Context: an optimization exercise on an open-source flow, tuned for small area, a short achievable clock period and few clock cycles. The choices shown serve that exercise and are no tape-out recipe. Function was checked by simulation only, so behaviour that the tests miss may differ from the original. No activity file was given, so power comes from the tool's default toggle rates.

// ascon_hash
module ascon_hash (
    input  logic        clk,
    input  logic        rst,
    input  logic        in_valid,
    input  logic [15:0] in_data,
    input  logic [3:0]  in_kind,
    input  logic        in_last,
    output logic        in_credit,
    input  logic        out_credit,
    output logic        out_valid,
    output logic [15:0] out_data,
    output logic [3:0]  out_kind,
    output logic        out_last
);
==> flow/config.mk <==
export PLATFORM = sky130hd
export DESIGN_NAME = ascon_hash
export DESIGN_NICKNAME = ascon_hash
export VERILOG_FILES = /design/flow/design.v
export SDC_FILE = /design/flow/constraint.sdc
export NUM_CORES = 4
export LEC_CHECK = 0
export CAP_MARGIN = 20
export CORE_MARGIN = 2
export CORE_UTILIZATION = 65
export SLEW_MARGIN = 20
==> flow/constraint.sdc <==
create_clock -name core_clock -period 10.0 [get_ports {clk}]
set_input_delay 2.0000 -clock core_clock [delete_from_list [all_inputs] [get_ports {clk}]]
set_output_delay 2.0000 -clock core_clock [all_outputs]
set_load 0.01 [all_outputs]
standard.sh (not shown) runs the stock make flow with config.mk's settings and CLKGATE_MAP_FILE= SYNTH_SCRIPT=/design/flow/synth_recipe.tcl, a recipe that flattens the netlist after the stock synthesis.
==> flow/flow/run.sh <==
#!/bin/bash
# The standard layout, with timing repair asked to leave extra setup slack
# at the design's own clock period and constraints.
set -euo pipefail
bash standard.sh SETUP_SLACK_MARGIN=7 finish > standard_flow.log 2>&1
The baseline passed the timing, DRC and antenna checks.
Testbench counts at the start, summed over its fixed seeds: cycles 13,850.
Change:
--- a/flow/design.v
+++ b/flow/design.v
@@ -74,20 +74,24 @@
     logic [31:4]  remain;
     logic         remain_lo;
     logic         last_chunk;
     logic         len_zero;
     logic [63:0]  obuf;
     logic [2:0]   tn;             
     logic         tfin;
     logic         tabort;
     logic [6:0]   ocred;
-    assign out_data = obuf[63:48];
-    assign out_kind = {3'b010, tabort};
+    logic [15:0]  out_q;
+    logic         okind_q;
+    logic [63:0]  obuf_n;
+    logic         tabort_n;
+    assign out_data = out_q;
+    assign out_kind = {3'b010, okind_q};
     logic        b_valid;
     logic [15:0] b_data;
     logic        b_last;
     logic        k_conf, k_len, k_msg;
     logic        ocr_q;
     logic take_conf, take_len, take_msg, abort_beat, abort_abs, kill;
     logic new_job;                
     assign take_conf  = b_valid && pst == P_IDLE && k_conf;
     assign take_len   = b_valid && (pst == P_LEN0 || pst == P_LEN1) && k_len;
@@ -144,20 +148,22 @@
                      (take_conf && !b_data[0]) || (take_len && pst == P_LEN1);
     assign abort_cnt_n  = abort_cnt + 3'(abort_beat) - 3'(abort_emit);
     assign last_chunk_n = (remain_n[31:7] == '0) &&
                           (!remain_n[6] || (remain_n[5:4] == 2'd0 && !remain_lo_n));
     assign len_zero_n   = (remain_n == '0) && !remain_lo_n;
     assign tx_free_n    = (tn_n == 3'd0) || (tn_n == 3'd1 && ov_n);
     assign decide_sq_n  = eng_active_n && !eng_busy_n && eng_sq_n;
     assign sq_out_n     = decide_sq_n && !len_zero_n && tx_free_n;
     assign sq_end_n     = decide_sq_n && (len_zero_n || (tx_free_n && last_chunk_n));
-    assign new_job_n    = (!eng_active_n || sq_end_n) && jpend_n && abort_cnt_n == 3'd0;
-    assign abort_emit_n = !eng_active_n && abort_cnt_n != 3'd0 && tx_free_n;
+    logic az_n;                   
+    assign az_n = !abort_beat && (abort_cnt == 3'd0 || (abort_cnt == 3'd1 && abort_emit));
+    assign new_job_n    = (!eng_active_n || sq_end_n) && jpend_n && az_n;
+    assign abort_emit_n = !eng_active_n && !az_n && tx_free_n;
     assign nwords = !last_chunk ? 3'd4 : (remain[5:4] == 2'd0) ? 3'd4 : {1'b0, remain[5:4]};
     always_comb begin
         eng_active_n = eng_active;
         eng_busy_n   = eng_busy && (ph != PH_W'(NPH - 1));
         eng_sq_n     = eng_sq;
         remain_n     = remain;
         remain_lo_n  = remain_lo;
         if (sq_end) begin
             eng_active_n = 1'b0;
@@ -195,18 +201,31 @@
         ov_n = (tn_n != 3'd0) && (ocred_n != 7'd0);
     end
     logic       rel_now;
     logic [2:0] rel_x;
     logic       cred_n;
     assign rel_now  = absorb;
     assign rel_x    = rel_now ? acc_cnt : 3'd0;
     assign owed_all = owed + rel_q + rel_x;
     assign cred_n   = (owed != 3'd0) || (rel_q != 3'd0) || (rel_now && acc_cnt != 3'd0);
+    always_comb begin
+        obuf_n = obuf;
+        tabort_n = tabort;
+        if (sq_out) begin
+            obuf_n = st[319:256];
+            tabort_n = 1'b0;
+        end else if (abort_emit) begin
+            obuf_n = '0;
+            tabort_n = 1'b1;
+        end else if (out_valid) begin
+            obuf_n = {obuf[47:0], 16'h0000};
+        end
+    end
     always_ff @(posedge clk) begin
         st <= st_n;
         for (int w = 0; w < 4; w++) begin
             if (rst && take_msg && wcnt == 2'(w)) begin
                 acc[63 - 16 * w -: 16] <= b_data;
             end else if (!rst || absorb || abort_abs) begin
                 acc[63 - 16 * w -: 16] <= 16'h0000;
             end
         end
@@ -219,30 +238,22 @@
             end else begin
                 len_next[15:4] <= b_data[15:4];
                 len_next_lo <= |b_data[3:0];
             end
         end
         remain <= remain_n;
         remain_lo <= remain_lo_n;
         last_chunk <= last_chunk_n;
         len_zero <= len_zero_n;
-        if (sq_out) begin
-            obuf <= st[319:256];
-        end else if (abort_emit) begin
-            obuf <= '0;
-        end else if (out_valid) begin
-            obuf <= {obuf[47:0], 16'h0000};
-        end
-        if (sq_out) begin
-            tabort <= 1'b0;
-        end else if (abort_emit) begin
-            tabort <= 1'b1;
-        end
+        obuf <= obuf_n;
+        out_q <= obuf_n[63:48] & {16{ov_n}};
+        tabort <= tabort_n;
+        okind_q <= tabort_n && ov_n;
         if (take_msg && wcnt == 2'd3) begin
             acc_last <= b_last;
         end
         b_data <= in_data;
         b_last <= in_last;
         k_conf <= (in_kind == 4'h1);
         k_len  <= (in_kind == 4'h2);
         k_msg  <= (in_kind == 4'h3);
     end
The new run finished clean.
Via count rose by a few percent.
Clock power rose by a few percent.
Sequential power rose by a few percent.
Setup slack gets better by 0.047 ns.
Sequential share of layout area fell by 0.25 points.
Testbench counts after the change, summed over its fixed seeds: cycles 13,850.

## afterwards: timing with drivers on the ports
In the flow no input, the clock included, has a driving cell. The finished layouts below were timed again as built, in two steps. Step 1 assumes that a clkbuf_16 drives the clock port and a buf_2 every other input. Step 2, shift: input delay + t, output delay - t, t = (earliest + latest rising clock arrival at the registers) / 2. This alone moves slack from input paths to output paths. Three values: ideal ports, drivers, drivers and shift; two values: the first two.
run | shift t [ns] | setup slack, ns | worst slew at a driven data input, ns
the first run | 0.683 | 6.833 / 6.770 / 6.318 | 0.06
the second run | 0.679 | 6.880 / 6.815 / 6.418 | 0.04
After both steps every run listed still meets setup and hold. For the first run, which loses most, drivers alone change the setup slack by -0.063 ns; drivers and shift together by -0.515 ns.
